Background: an optimization exercise with open tools, aiming at small area, a short achievable clock period and few clock cycles per item. Do not read the settings as production practice. At most, simulation tests tie the RTL to the original design; equivalence was not proved. Only the layout flow was run in run 4; the RTL was not checked for function there. Power figures rest on the tool's default switching activity, not on a simulated workload.

==> flow/design.v, too long to show whole: its modules and the start of the top module <==
// module mm_load_buffer: 108 lines
// module mm_pe_row: 1148 lines
// module mm_engine: 76 lines
// module mm_z_buffer: 31 lines
// module mm_top: 73 lines
module mm_top
(
  input  logic        clk_i,
  input  logic        rst_i,
  input  logic        in_valid_i,
  input  logic [35:0] in_beat_i,
  output logic        in_ready_o,
  output logic        z_valid_o,
  output logic [79:0] z_o,
  input  logic        z_ready_i,
  output logic        busy_o
);
  // ...
==> flow/flow/run.sh <==
#!/bin/bash
# Layout with the standard flow; the only change is the port buffers:
# every input and output port still gets one, but as buf_1 rather than the
# delay cell the flow's default choice picks.
set -euo pipefail
export BUFFER_PORTS_ARGS="-buffer_cell sky130_fd_sc_hd__buf_1"
bash standard.sh synth > synth.log 2>&1
bash standard.sh > layout.log 2>&1
==> flow/standard.sh <==
#!/bin/bash
# synth_recipe.tcl (not shown) runs the flow's synth.tcl, then flattens the netlist and writes it again
# the make line also repeats each setting of config.mk as NAME=value (left out here)
make -C /OpenROAD-flow-scripts/flow DESIGN_CONFIG=/design/flow/config.mk WORK_HOME=/design/flow/orfs CLKGATE_MAP_FILE= SYNTH_SCRIPT=/design/flow/synth_recipe.tcl "${@:-finish}"
==> flow/config.mk <==
export PLATFORM = sky130hd
export DESIGN_NAME = mm_top
export DESIGN_NICKNAME = mm_top
export VERILOG_FILES = /design/flow/design.v
export SDC_FILE = /design/flow/constraint.sdc
export NUM_CORES = 4
export LEC_CHECK = 0
export CAP_MARGIN = 20
export CORE_MARGIN = 2
export CORE_UTILIZATION = 42
export CTS_CLUSTER_DIAMETER = 110
export CTS_CLUSTER_SIZE = 26
export SETUP_SLACK_MARGIN = 4.35
export SLEW_MARGIN = 20
==> flow/constraint.sdc <==
create_clock -name core_clock -period 7.0 [get_ports {clk_i}]
set_input_delay 1.4000 -clock core_clock [delete_from_list [all_inputs] [get_ports {clk_i}]]
set_output_delay 1.4000 -clock core_clock [all_outputs]
set_load 0.01 [all_outputs]
==> reports/summary.txt, run 1 <==
Status = timing/DRC/antenna clean
Req. time, crit path = 7280 ps
Post-synthesis mux area share = 4.45%
FFs & Latches = 592
M1 wire length = 29.1 mm
CP max FO = 67
Sequential Area = 15200 µm²
Dominant kind of cell = sequential cells
Antenna diodes = 0
Core box area = 64700 µm²
Fin util = 46.4%
Antenna-violating nets left = 0
CTS H-Tree Depth = 1
Comb power = 145 µW
TritonRoute pass-1 iters = 7
Number of synthesized register bits = 592
FP Rows = 93
Initial drt markers = 1740
Top Layer Used = met4
Synth Instances = 2323
Hold WC Path Type = register to register
Share of the synthesized area in the top cell type = 36.6%
Hold Path End = i_engine.last2_q
HP Start = i_engine.last1_q
Clock buffers = 44
Testbench counts, summed over its fixed seeds: cycles 3,136, jobs 512.
==> run 2: changes to the inputs <==
--- a/flow/config.mk
+++ b/flow/config.mk
@@ -6,9 +6,9 @@
 export NUM_CORES = 4
 export LEC_CHECK = 0
-export CAP_MARGIN = 20
+export CAP_MARGIN = 10
 export CORE_MARGIN = 2
-export CORE_UTILIZATION = 42
+export CORE_UTILIZATION = 40
 export CTS_CLUSTER_DIAMETER = 110
 export CTS_CLUSTER_SIZE = 26
 export SETUP_SLACK_MARGIN = 4.35
-export SLEW_MARGIN = 20
+export SLEW_MARGIN = 10
==> reports/summary.txt, run 2 <==
Minimum clock period = 2860 ps (was 2620 ps)
Synth Instances = 2323 (unchanged)
Antenna diodes = 0 (unchanged)
Slowest-stage cell, CP = nor2_4 (was bufinv_16)
Critical path type = input port to register (unchanged)
Cts hold-fix bufs = 0 (unchanged)
CP delay by family, top = simple AND/OR/NAND/NOR gates (was compound AO/OA/AOI/OAI gates)
Layout area overhead = 8.54% (was 8.96%)
Core box area = 68500 µm² (was 64700 µm²)
Largest regs = i_load_buffer.x_q: 128 flops, i_engine.i_pe_row.cs1_q: 120 flops, i_z_buffer.z_q: 76 flops (unchanged)
CP Cell Sequence = buf_1, nand2b_4, a21oi_4, or3_1, nor2_4 (was buf_1, nand2b_4, a21oi_4, o41ai_2, o211ai_2, bufinv_16)
Most frequent cells in the layout = edfxtp_1, dfxtp_1, nand2_1, inv_1, fa_1 (unchanged)
VDD IR max = 0.181 mV (was 0.236 mV)
Clock skew = 53.5 ps (was 45.2 ps)
Most common cell after layout, fill and taps aside = edfxtp_1 (unchanged)
Hold WC Path Type = register to register (unchanged)
Sequential Area = 15200 µm² (about the same)
Footprint of the multi-input gates = 11400 µm² (about the same)
Worst path buffer plus inverter count = 1 (was 2)
First-pass GRT wire length = 95.4 mm (was 95.1 mm)
Clock latency (worst-skew pair) = 620 ps (about the same)
Dpl cells = 3172 (was 3145)
Vias in the first global route = 16082 (was 16072)
Worst-Margin Slew = 1170 ps (was 1090 ps)
Die footprint = 71000 µm² (was 67700 µm²)
Die width = 267 µm (was 260 µm)
Ys async rst share = 0% (unchanged)
Synth area leader = edfxtp_1 (unchanged)
Number of synthesized register bits = 592 (unchanged)
Number of synthesized flops with an enable pin = 336 (unchanged)
# IOs = 123 (unchanged)
WL/cell = 19.6 µm (was 19.5 µm)
Filler cells = 6334 (was 5890)
Detailed-route via count = 17333 (was 17195)
Final hold slack = 336 ps (about the same)
Library cells used by synthesis = 66 (unchanged)
Initial antenna violation count = 1 (was 0)
Fraction of layout cells with a size suffix above 1 = 11.7% (was 11.8%)
Antenna-violating nets left = 0 (unchanged)
Via-to-Cell Ratio = 5.35 (was 5.34)
Pins Over Slew Limit = 0 (unchanged)
CP startpoint kind = input port (unchanged)
Chip Height = 267 µm (was 260 µm)
Pin count of the biggest net entering global routing = 68 (unchanged)
Final hold violations = 0 (unchanged)
Global Route Usage Sum = 17.3% (was 18.1%)
Setup TNS = 0 ps (unchanged)
Mean post-synth cell area = 11.9 µm² (unchanged)
Gpl congestion = 0.853 (was 0.864)
Root Buffer = clkbuf_16 (unchanged)
Slew HR = 21.8% (was 27.6%)
TritonRoute pass-1 iters = 6 (was 7)
CP max FO = 33 (was 67)
Pleak = 10.8 nW (was 10.9 nW)
Hpwl dp = 44.3 mm (was 43.7 mm)
Mapped cell area = 27600 µm² (unchanged)
Total gr overflow = 0 (unchanged)
Final period utilization = 40.8% (was 37.5%)
Clock Tree Buf Depth = 3 (unchanged)
Worst EP arrival = 3100 ps (was 2910 ps)
CTS H-Tree Depth = 1 (unchanged)
# clock sinks = 592 (unchanged)
TritonCTS buffer count = 26 (unchanged)
Post-route cell area = 29900 µm² (was 30000 µm²)
Top reg by flops = i_load_buffer.x_q (unchanged)
Synth cell count leaders = edfxtp_1, dfxtp_1, nand2_1 (unchanged)
Synth Flop Type = edfxtp_1 (unchanged)
Routed WL = 63.4 mm (was 62.7 mm)
Syn nets = 2535 (unchanged)
FP Rows = 96 (was 93)
Final #Nets = 2552 (was 2561)
Port Buffers = 122 (unchanged)
Req. time, crit path = 7240 ps (was 7280 ps)
Crit-path max cell delay = 900 ps (was 470 ps)
Ys Warns = 4 (unchanged)
Power Dens Cells = 191 nW/µm² (about the same)
Achievable Freq = 0.350 GHz (was 0.381 GHz)
Unrepaired setup endpoints after global routing = true (unchanged)
Sequential share of the synthesized area = 55.2% (unchanged)
Max-Cap Viols = 0 (unchanged)
Count leader, synth = edfxtp_1 (unchanged)
Share of the synthesized area in the top cell type = 36.6% (unchanged)
Clock Pin Slew Worst Setup and Hold Paths = 100 ps (about the same)
# DRC = 0 (unchanged)
Final setup fails = 0 (unchanged)
Initial core utilization = 40.3% (was 42.6%)
Status = timing/DRC/antenna clean (unchanged)
Fin cells = 3240 (was 3222)
CTS tree = yes (unchanged)
Largest register FFs = 128 (unchanged)
Placed instance area = 28700 µm² (about the same)
Crit. End Element = register (unchanged)
Area contributors post-synth = edfxtp_1, dfxtp_1, fa_1, mux2_2, nand2_1 (unchanged)
Initial drt markers = 1680 (was 1740)
## run 2: final cells by class
class                           count  area share, %
Timing Repair Buffer              165           2.71
Multi-Input combinational cell   1414           38.2
Sequential cell                   592           50.9
Clock inverter                      3          0.134
Clock buffer                       43           2.39
Tap cell                          882           3.69
Timing Repair inverter              3         0.0878
Inverter                          138           1.87
## run 2: path summary, 6_finish.rpt
check / from / endpoint / slack [ps] / cells after the start
worst max-delay path: z_ready_i / i_load_buffer.x_q[98] / 4140 / 5
worst min-delay path: i_engine.i_pe_row.cs1_q[118] / i_engine.i_pe_row.cs2_q[38] / 340 / 0
worst max register to register: i_load_buffer.bv_q / i_load_buffer.x_q[98] / 4270 / 3
worst min register to register: i_engine.i_pe_row.cs1_q[118] / i_engine.i_pe_row.cs2_q[38] / 340 / 0
## run 2: cells by family after synthesis
| kind of cell | synth area share (%) |
|---|---|
| buffers and inverters | 4.62 |
| xor gates and xnor gates | 1.49 |
| adders and majority gates | 14.1 |
| and+or+nand+nor | 7.28 |
| DFF | 55.2 |
| muxes | 4.45 |
| AOI/OAI and AO/OA | 12.9 |
## run 2: through the flow
step                utilization [%]  power (mW)  worst slack [ps]
CTS                            43.3        5.77              4150
finish                         43.7        5.73              4140
global placement               41.9        4.03              3440
global route                   43.7        5.91              4060
detailed placement             41.9        4.05              3370
floorplan                         -        3.99              3900
## run 2: what timing repair did
| item | CTS | global route |
|---|---|---|
| setup endpoints to repair | 144 | 208 |
| gates cloned | 1 | 3 |
| hold endpoints to repair | 0 | 0 |
| buffers inserted | 5 | 13 |
| pin swaps | 21 | 17 |
| resized for setup | 32 | 49 |
## run 2: per-layer routing
| layer | wire (µm) | global-route usage, % | vias up | share of wire [%] |
|---|---|---|---|---|
| li1 | - | - | 8278 | - |
| met1 | 29500 | 25.0 | 8489 | 46 |
| met2 | 29100 | 27.5 | 480 | 46 |
| met3 | 2980 | 1.97 | 84 | 4.7 |
| met4 | 1810 | 4.71 | 2 | 2.9 |
| met5 | 8 | 0 | - | 0.013 |
## run 2: power by group
group          internal (mW)  switching (mW)  total (mW)
Clock                  0.714            1.05        1.76
Sequential              3.78          0.0432        3.82
Combinational         0.0788          0.0628       0.142
Total                   4.57            1.15        5.73
==> run 3: changes to the inputs <==
==> flow/config.mk (replaced) <==
export PLATFORM = sky130hd
export DESIGN_NAME = mm_top
export DESIGN_NICKNAME = mm_top
export VERILOG_FILES = /design/flow/design.v
export SDC_FILE = /design/flow/constraint.sdc
export NUM_CORES = 4
export LEC_CHECK = 0
export CAP_MARGIN = 20
export CORE_MARGIN = 2
export CORE_UTILIZATION = 40
export CTS_BUF_LIST = sky130_fd_sc_hd__clkbuf_8
export CTS_CLUSTER_DIAMETER = 90
export CTS_CLUSTER_SIZE = 20
export SETUP_SLACK_MARGIN = 4.35
export SLEW_MARGIN = 20
==> reports/summary.txt, run 3 <==
Number of synthesized flops with an enable pin = 336 (unchanged)
Final hold violations = 0 (unchanged)
Area contributors post-synth = edfxtp_1, dfxtp_1, fa_1, mux2_2, nand2_1 (unchanged)
Number of synthesized register bits = 592 (unchanged)
Setup TNS = 0 ps (unchanged)
Mean post-synth cell area = 11.9 µm² (unchanged)
Chip Height = 267 µm (unchanged)
RR Startpoint = i_engine.i_pe_row.cs2_q[15] (was i_load_buffer.bv_q)
Mapped cell area = 27600 µm² (unchanged)
Final setup fails = 0 (unchanged)
Critical path type = input port to register (unchanged)
Final period utilization = 38.7% (was 40.8%)
First-pass GRT wire length = 95.2 mm (was 95.4 mm)
Total gr overflow = 0 (unchanged)
Detailed-route via count = 17389 (was 17333)
Initial core utilization = 40.3% (unchanged)
Synth area leader = edfxtp_1 (unchanged)
CTS H-Tree Depth = 2 (was 1)
Slew HR = 27.7% (was 21.8%)
Die width = 267 µm (unchanged)
Antenna-violating nets left = 0 (unchanged)
Max-Cap Viols = 0 (unchanged)
CP Cell Sequence = buf_1, nand2b_4, a21oi_4, or3_1, nor2_4, buf_16 (was buf_1, nand2b_4, a21oi_4, or3_1, nor2_4)
CTS tree = yes (unchanged)
Via-to-Cell Ratio = 5.34 (was 5.35)
Clock latency (worst-skew pair) = 650 ps (was 620 ps)
Most frequent cells in the layout = edfxtp_1, dfxtp_1, nand2_1, inv_1, fa_1 (unchanged)
Synth Flop Type = edfxtp_1 (unchanged)
Worst setup path startpoint = z_ready_i (unchanged)
Req. time, crit path = 7360 ps (was 7240 ps)
FP Rows = 96 (unchanged)
TritonCTS buffer count = 36 (was 26)
Top reg by flops = i_load_buffer.x_q (unchanged)
PnR worst setup slack = 4290 ps (was 4140 ps)
Share of the synthesized area in the top cell type = 36.6% (unchanged)
CP startpoint kind = input port (unchanged)
Ys async rst share = 0% (unchanged)
Clock skew = 41.7 ps (was 53.5 ps)
Synth Instances = 2323 (unchanged)
Status = timing/DRC/antenna clean (unchanged)
Minimum clock period = 2710 ps (was 2860 ps)
Count leader, synth = edfxtp_1 (unchanged)
Initial drt markers = 1485 (was 1680)
Slowest-stage cell, CP = nor2_4 (unchanged)
Syn nets = 2535 (unchanged)
Crit. End Element = register (unchanged)
Final #Nets = 2561 (was 2552)
VDD IR max = 0.149 mV (was 0.181 mV)
Port Buffers = 122 (unchanged)
Power Dens Cells = 185 nW/µm² (was 191 nW/µm²)
Clock Pin Slew Worst Setup and Hold Paths = 120 ps (was 100 ps)
Largest register FFs = 128 (unchanged)
Gpl congestion = 0.853 (unchanged)
Hold WC Path Type = register to register (unchanged)
WL/cell = 19.5 µm (was 19.6 µm)
CP max FO = 18 (was 33)
Worst path buffer plus inverter count = 2 (was 1)
Library cells used by synthesis = 66 (unchanged)
Initial antenna violation count = 1 (unchanged)
# DRC = 0 (unchanged)
Unrepaired setup endpoints after global routing = true (unchanged)
Root Buffer = clkbuf_8 (was clkbuf_16)
Synth cell count leaders = edfxtp_1, dfxtp_1, nand2_1 (unchanged)
Routed WL = 63.6 mm (was 63.4 mm)
Most common cell after layout, fill and taps aside = edfxtp_1 (unchanged)
Layout area overhead = 8.14% (was 8.54%)
Die footprint = 71000 µm² (unchanged)
CP delay by family, top = simple AND/OR/NAND/NOR gates (unchanged)
# clock sinks = 592 (unchanged)
Pin count of the biggest net entering global routing = 68 (unchanged)
Cts hold-fix bufs = 0 (unchanged)
DP Worst Slack = 3370 ps (unchanged)
Worst EP arrival = 3070 ps (was 3100 ps)
TritonRoute pass-1 iters = 5 (was 6)
Hpwl dp = 44.3 mm (unchanged)
Fraction of layout cells with a size suffix above 1 = 11.9% (was 11.7%)
Filler cells = 6339 (was 6334)
Achievable Freq = 0.370 GHz (was 0.350 GHz)
Pleak = 10.9 nW (was 10.8 nW)
Global Route Usage Sum = 17.4% (was 17.3%)
Antenna diodes = 0 (unchanged)
Setup slack, reg-to-reg = 4370 ps (was 4270 ps)
Ys Warns = 4 (unchanged)
# IOs = 123 (unchanged)
Largest regs = i_load_buffer.x_q: 128 flops, i_engine.i_pe_row.cs1_q: 120 flops, i_z_buffer.z_q: 76 flops (unchanged)
HP Start = i_engine.i_pe_row.cs1_q[118] (unchanged)
Core box area = 68500 µm² (unchanged)
Clock Tree Buf Depth = 3 (unchanged)
Worst-Margin Slew = 1080 ps (was 1170 ps)
Crit-path max cell delay = 550 ps (was 900 ps)
Sequential share of the synthesized area = 55.2% (unchanged)
Pins Over Slew Limit = 0 (unchanged)
Vias in the first global route = 16181 (was 16082)
## run 3: repair_timing
| item | CTS | global route |
|---|---|---|
| endpoints found under the setup margin | 134 | 167 |
| pin swaps | 19 | 17 |
| cloned | 1 | 4 |
| resized for setup | 33 | 46 |
| buffers inserted | 3 | 10 |
## run 3: layout make-up
class,count,area (µm²),share of cell area [%]
clock inverter,26,128,0.428
timing repair inverter,3,26.3,0.0881
tap,882,1100,3.70
multi-input combinational,1415,11400,38.4
clock buffer,36,495,1.66
inverter,138,561,1.88
timing repair buffer,163,828,2.78
sequential,592,15200,51.1
## run 3: worst reg2reg max path: stages (launching register included)
cell     delay (ps)
dfxtp_2         340
fa_1            570
ha_4            230
and4_1          210
a21oi_2         180
a31oi_2         120
a41o_1          240
o41ai_4         330
xnor2_2         150
## run 3: final timing paths
| path | endpoint | cells after the start |
|---|---|---|
| max | i_load_buffer.x_q[96] | 6 |
| min reg2reg | i_engine.i_pe_row.cs2_q[38] | 0 |
| max reg2reg | i_z_buffer.z_q[56] | 8 |
| min | i_engine.i_pe_row.cs2_q[38] | 0 |
## run 3: power breakdown
group          internal (mW)  switching, mW  total, mW  leakage [nW]
Sequential              3.78         0.0432       3.82          5.22
Clock                  0.499           1.05       1.55         0.392
Combinational         0.0791         0.0628      0.142          5.26
Total                   4.36           1.16       5.52          10.9
## run 3: cells by family after synthesis
family                     share of synthesized area [%]
DFF                                                 55.2
AOI/OAI and AO/OA                                   12.9
and+or+nand+nor                                     7.28
buffers and inverters                               4.62
adders and majority gates                           14.1
muxes                                               4.45
xor gates and xnor gates                            1.49
## run 3: metrics by stage
stage                     power (mW)  hold slack, ps  utilization [%]  cells  instance area [µm²]
after global placement          4.03             313             41.9   3172                28700
after detailed placement        4.05             312             41.9   3172                28700
after floorplan                 3.99             310                -   2323                27700
final                           5.52             341             43.6   3255                29800
after global routing            5.73             344             43.6   3255                29800
after CTS                       5.58             342             43.1   3238                29500
## run 3: layer usage
layer	part of all wire [%]	global-route usage [%]
met1	46	24.8
met2	46	27.4
met3	5.5	2.34
met4	2.9	5.45
met5	0.020	0
==> module mm_engine, before the edit <==
module mm_engine
(
  input  logic         clk_i,
  input  logic         rst_i,
  input  logic         comp_i,
  input  logic         bx_i,
  input  logic [1:0]   brow_i,
  input  logic         bx_next_i,
  input  logic [1:0]   brow_next_i,
  input  logic [127:0] x_i,
  input  logic [31:0]  w_i,
  input  logic [31:0]  y_i,
  input  logic         zv_i,
  input  logic         z_ready_i,
  output logic         hold_o,
  output logic         wr_o,
  output logic         last_o,
  output logic [1:0]   row_o,
  output logic [19:0]  z_o
);
  logic [3:0]    pend_q;
  logic [3:0]    sel_q;
  logic          v1_q, v2_q;
  logic          last1_q, last2_q;
  logic [1:0]    row1_q, row2_q;
  logic          unstarted, go;
  logic [3:0]    pend_n, rowbit_n, lowest_n, sel_n;
  logic [1:0]    sel_idx;
  logic [31:0]   xr;
  logic [7:0]    yr;
  assign unstarted = (pend_q == 4'hF);
  assign go        = (|pend_q) &&
                     (!unstarted || (!v1_q && !v2_q && (!zv_i || z_ready_i)));
  assign hold_o    = bx_i && ((pend_q & (4'b0001 << brow_i)) != 4'b0000) && !go;
  assign pend_n    = comp_i ? 4'hF : (go ? (pend_q & ~sel_q) : pend_q);
  assign rowbit_n  = 4'b0001 << brow_next_i;
  assign lowest_n  = pend_n & (~pend_n + 4'd1);
  assign sel_n     = (bx_next_i && ((pend_n & rowbit_n) != 4'b0000)) ? rowbit_n : lowest_n;
  assign sel_idx   = {sel_q[3] | sel_q[2], sel_q[3] | sel_q[1]};
  always_ff @(posedge clk_i) begin
    if (rst_i) begin
      pend_q <= '0;
      v1_q   <= 1'b0;
      v2_q   <= 1'b0;
    end else begin
      pend_q <= pend_n;
      v1_q   <= go;
      v2_q   <= v1_q;
    end
  end
  always_ff @(posedge clk_i) begin
    sel_q   <= sel_n;
    row1_q  <= sel_idx;
    last1_q <= (pend_q & ~sel_q) == 4'b0000;
    row2_q  <= row1_q;
    last2_q <= last1_q;
  end
  always_comb begin
    xr = '0;
    yr = '0;
    for (int j = 0; j < 4; j++) begin
      xr = xr | (x_i[j*32 +: 32] & {32{sel_q[j]}});
      yr = yr | (y_i[j*8 +: 8] & {8{sel_q[j]}});
    end
  end
  mm_pe_row i_pe_row (
    .clk_i ( clk_i ),
    .x_i   ( xr    ),
    .w_i   ( w_i   ),
    .y_i   ( yr    ),
    .z_o   ( z_o   )
  );
  assign wr_o   = v2_q;
  assign last_o = v2_q && last2_q;
  assign row_o  = row2_q;
endmodule
==> run 4: changes to the inputs <==
--- a/flow/design.v
+++ b/flow/design.v
@@ -1280,4 +1280,5 @@
   logic [3:0]    pend_q;
   logic [3:0]    sel_q;
+  logic [3:0]    seln_q;
   logic          v1_q, v2_q;
   logic          last1_q, last2_q;
@@ -1310,4 +1311,5 @@
   always_ff @(posedge clk_i) begin
     sel_q   <= sel_n;
+    seln_q  <= ~sel_n;
     row1_q  <= sel_idx;
     last1_q <= (pend_q & ~sel_q) == 4'b0000;
@@ -1319,6 +1321,7 @@
     yr = '0;
     for (int j = 0; j < 4; j++) begin
-      xr = xr | (x_i[j*32 +: 32] & {32{sel_q[j]}});
-      yr = yr | (y_i[j*8 +: 8] & {8{sel_q[j]}});
+      xr[15:0]  = xr[15:0]  | (x_i[j*32 +: 16] & {16{sel_q[j]}});
+      xr[31:16] = xr[31:16] | (x_i[j*32+16 +: 16] & {16{~seln_q[j]}});
+      yr = yr | (y_i[j*8 +: 8] & {8{~seln_q[j]}});
     end
   end
--- a/flow/config.mk
+++ b/flow/config.mk
@@ -9,7 +9,6 @@
 export CORE_MARGIN = 2
 export CORE_UTILIZATION = 40
-export CTS_BUF_LIST = sky130_fd_sc_hd__clkbuf_8
-export CTS_CLUSTER_DIAMETER = 90
-export CTS_CLUSTER_SIZE = 20
+export CTS_CLUSTER_DIAMETER = 110
+export CTS_CLUSTER_SIZE = 26
 export SETUP_SLACK_MARGIN = 4.35
 export SLEW_MARGIN = 20
==> reports/summary.txt, run 4 <==
Status = timing/DRC/antenna clean (unchanged)
Crit-path max cell delay = 520 ps (was 550 ps)
# IOs = 123 (unchanged)
Mean post-synth cell area = 11.8 µm² (was 11.9 µm²)
Achievable Freq = 0.358 GHz (was 0.370 GHz)
Area contributors post-synth = edfxtp_1, dfxtp_1, fa_1, mux2_2, nand2_1 (unchanged)
Total gr overflow = 0 (unchanged)
Core box area = 68600 µm² (was 68500 µm²)
# DRC = 0 (unchanged)
R2r worst-path depth = 10 (was 8)
Ys async rst share = 0% (unchanged)
Footprint of the multi-input gates = 11600 µm² (was 11400 µm²)
Count leader, synth = edfxtp_1 (unchanged)
Hold WC Path Type = register to register (unchanged)
Unrepaired setup endpoints after global routing = true (unchanged)
Final hold violations = 0 (unchanged)
CTS H-Tree Depth = 1 (was 2)
Detailed-route via count = 17817 (was 17389)
Worst path buffer plus inverter count = 1 (was 2)
Req. time, crit path = 7430 ps (was 7360 ps)
Slowest-stage cell, CP = fa_1 (was nor2_4)
TritonCTS buffer count = 28 (was 36)
Largest register FFs = 128 (unchanged)
PnR worst setup slack = 4210 ps (was 4290 ps)
FP Rows = 96 (unchanged)
Setup crit end = i_z_buffer.z_q[56] (was i_load_buffer.x_q[96])
DP Worst Slack = 2950 ps (was 3370 ps)
Antenna diodes = 0 (unchanged)
Worst EP arrival = 3220 ps (was 3070 ps)
Clock skew = 46.9 ps (was 41.7 ps)
Synth Instances = 2358 (was 2323)
Synth area leader = edfxtp_1 (unchanged)
Fraction of layout cells with a size suffix above 1 = 12.6% (was 11.9%)
Worst-Margin Slew = 1060 ps (was 1080 ps)
Number of synthesized register bits = 596 (was 592)
Max-Cap Viols = 0 (unchanged)
Global Route Usage Sum = 17.7% (was 17.4%)
Filler cells = 6240 (was 6339)
Most common cell after layout, fill and taps aside = edfxtp_1 (unchanged)
Most frequent CP cell = o21a_1
Vias in the first global route = 16676 (was 16181)
Clock Pin Slew Worst Setup and Hold Paths = 100 ps (was 120 ps)
Minimum clock period = 2790 ps (was 2710 ps)
WL/cell = 19.3 µm (was 19.5 µm)
CP Cell Sequence = fa_1, ha_4, o21a_1, o21a_1, o21a_1, o31a_1, o21ai_4, buf_4, or4b_4, nand4_1 (was buf_1, nand2b_4, a21oi_4, or3_1, nor2_4, buf_16)
Layout area overhead = 10.4% (was 8.14%)
# clock sinks = 596 (was 592)
CP delay by family, top = adder cells (was simple AND/OR/NAND/NOR gates)
CP startpoint kind = register (was input port)
Slew HR = 29.2% (was 27.7%)
Port Buffers = 122 (unchanged)
Crit path depth = 10 (was 6)
Setup TNS = 0 ps (unchanged)
Most frequent cells in the layout = edfxtp_1, dfxtp_1, nand2_1, inv_1, fa_1 (unchanged)
Initial antenna violation count = 0 (was 1)
Synth Flop Type = edfxtp_1 (unchanged)
Sequential Area = 15300 µm² (was 15200 µm²)
Hpwl dp = 45.7 mm (was 44.3 mm)
Sequential share of the synthesized area = 55.1% (was 55.2%)
Crit. End Element = register (unchanged)
Clock Tree Buf Depth = 3 (unchanged)
Pin count of the biggest net entering global routing = 53 (was 68)
Library cells used by synthesis = 63 (was 66)
Die width = 267 µm (about the same)
Worst flop-to-flop path endpoint = i_z_buffer.z_q[56] (unchanged)
Share of the synthesized area in the top cell type = 36.4% (was 36.6%)
Final #Nets = 2621 (was 2561)
Initial core utilization = 40.5% (was 40.3%)
Pleak = 11.0 nW (was 10.9 nW)
Routed WL = 64.8 mm (was 63.6 mm)
TritonRoute pass-1 iters = 6 (was 5)
Gpl congestion = 0.843 (was 0.853)
Via-to-Cell Ratio = 5.30 (was 5.34)
Final setup fails = 0 (unchanged)
CTS tree = yes (unchanged)
RR Startpoint = i_engine.i_pe_row.cs2_q[17] (was i_engine.i_pe_row.cs2_q[15])
Root Buffer = clkbuf_16 (was clkbuf_8)
Worst setup path startpoint = i_engine.i_pe_row.cs2_q[17] (was z_ready_i)
Ys Warns = 4 (unchanged)
Top reg by flops = i_load_buffer.x_q (unchanged)
Fin cells = 3361 (was 3255)
Cts hold-fix bufs = 0 (unchanged)
Synth cell count leaders = edfxtp_1, dfxtp_1, nand2_1 (unchanged)
Antenna-violating nets left = 0 (unchanged)
Critical path type = register to register (was input port to register)
Largest regs = i_load_buffer.x_q: 128 flops, i_engine.i_pe_row.cs1_q: 120 flops, i_z_buffer.z_q: 76 flops (unchanged)
Mapped cell area = 27700 µm² (was 27600 µm²)
Chip Height = 267 µm (about the same)
Initial drt markers = 1722 (was 1485)
VDD IR max = 0.185 mV (was 0.149 mV)
Final period utilization = 39.9% (was 38.7%)
CP max FO = 4 (was 18)
Setup slack, reg-to-reg = 4210 ps (was 4370 ps)
First-pass GRT wire length = 97.7 mm (was 95.2 mm)
Pins Over Slew Limit = 0 (unchanged)
Syn nets = 2570 (was 2535)
Die footprint = 71500 µm² (was 71000 µm²)
Dpl cells = 3263 (was 3172)
Clock latency (worst-skew pair) = 640 ps (was 650 ps)
Number of synthesized flops with an enable pin = 336 (unchanged)
Power Dens Cells = 192 nW/µm² (was 185 nW/µm²)
## run 4: cell types whose count changed in the layout (fill, tap and decap cells not counted), sizes merged, moves of 8 or more
| cell | change |
|---|---|
| a21oi | +21 |
| nand2 | -25 |
| and2 | -10 |
| o31ai | +13 |
| maj3 | -10 |
| a22o | -17 |
| o221ai | +8 |
| o22ai | -8 |
| a31oi | -9 |
| nand3 | +8 |
| nor2 | +9 |
| buf | +36 |
## run 4: repair_timing
action / in CTS / in global routing
hold endpoints to repair: 0 / 0
setup buffers: 14 / 28
setup endpoints to repair: 254 / 161
gates cloned: 4 / 0
gates resized for setup: 40 / 47
pin swaps: 10 / 15
## run 4: layout make-up
cell class / instances / share of cell area, %
Sequential cell: 596 / 50.0
Multi-Input combinational cell: 1426 / 37.9
Clock inverter: 7 / 0.311
Timing Repair Buffer: 191 / 3.36
Tap cell: 931 / 3.80
Inverter: 166 / 2.06
Clock buffer: 44 / 2.52
## run 4: kinds of logic after synthesis
family	count (synthesis)	share of synthesized area, %
buffers and inverters	340	4.69
adder cells (fa/ha/maj)	233	13.6
flip-flops	596	55.1
AND/OR/NAND/NOR	451	7.17
XOR/XNOR	44	1.39
multiplexers	114	4.59
AO/OA/AOI/OAI	580	13.4
## run 4: worst reg2reg max path, stage by stage, from the launching register on
cell and delay [ps]:
dfxtp_2 330, fa_1 520, ha_4 310, o21a_1 120, o21a_1 140, o21a_1 130, o31a_1 220, o21ai_4 80
buf_4 140, or4b_4 470, nand4_1 170
## run 4: worst min-delay path by stage
| stage | startpoint | end | slack, ps | cells after the start |
|---|---|---|---|---|
| floorplan | i_engine.i_pe_row.cs1_q[2] | i_engine.i_pe_row.cs2_q[1] | 310 | 0 |
| global placement | i_engine.last1_q | i_engine.last2_q | 310 | 0 |
| detailed placement | i_engine.i_pe_row.cs1_q[118] | i_engine.i_pe_row.cs2_q[38] | 310 | 0 |
| CTS | i_engine.i_pe_row.cs1_q[118] | i_engine.i_pe_row.cs2_q[38] | 340 | 0 |
| global route | i_engine.i_pe_row.cs1_q[2] | i_engine.i_pe_row.cs2_q[1] | 350 | 0 |
| finish | i_engine.i_pe_row.cs1_q[118] | i_engine.i_pe_row.cs2_q[38] | 330 | 0 |
## run 4: report_power, final
part           switching, mW  internal, mW  total (mW)  leakage [nW]
clock                   1.11         0.791        1.90         0.416
sequential            0.0437          3.80        3.85          5.26
combinational         0.0608        0.0794       0.140          5.37
## run 4: metrics by stage
step / utilization [%] / power (mW) / hold WS (ps) / instance area (µm²)
2_1_floorplan: - / 4.01 / 310 / 27800
3_3_place_gp: 42.3 / 4.05 / 311 / 29000
3_5_place_dp: 42.3 / 4.07 / 312 / 29000
4_1_cts: 43.9 / 5.95 / 335 / 30100
5_1_grt: 44.6 / 6.09 / 348 / 30600
6_report: 44.6 / 5.89 / 335 / 30600
## run 4: routing by layer
layer	up-vias	global-route usage [%]	share of wire [%]
li1	8514	-	-
met2	504	29.2	47
met3	68	1.75	4.6
met5	-	0	0
met4	0	4.34	2.5
met1	8731	25.1	46

[static timing again, ports no longer ideal]
Ports are ideal in the flow. The routed layouts listed here were re-timed in OpenROAD.
Step 1: set_driving_cell puts a clkbuf_16 on clk_i and a buf_2 on each other input, an assumption about the parent block.
Step 2 times the ports against the registers' clock, not the clock port: input delays grow and output delays shrink by t, the midpoint of the rising clock arrivals with the driver on.
Slacks: ideal ports / drivers / drivers and shift; pairs: ideal ports / drivers.
run | shift t [ns] | setup WS [ns] | worst data-port slew with drivers (ns) | cell pins on the clock port's net
run 1 | 0.663 | 4.378 / 4.383 / 3.755 | 0.04 | 1
run 2 | 0.659 | 4.144 / 4.183 / 3.524 | 0.05 | 1
run 3 | 0.684 | 4.294 / 4.328 / 3.644 | 0.05 | 1
run 4 | 0.677 | 4.209 / 4.209 / 3.689 | 0.04 | 1
After both steps every run listed still meets setup and hold. The setup slack of run 3, which loses most, moves by +0.034 ns with the drivers and by -0.650 ns with both steps.
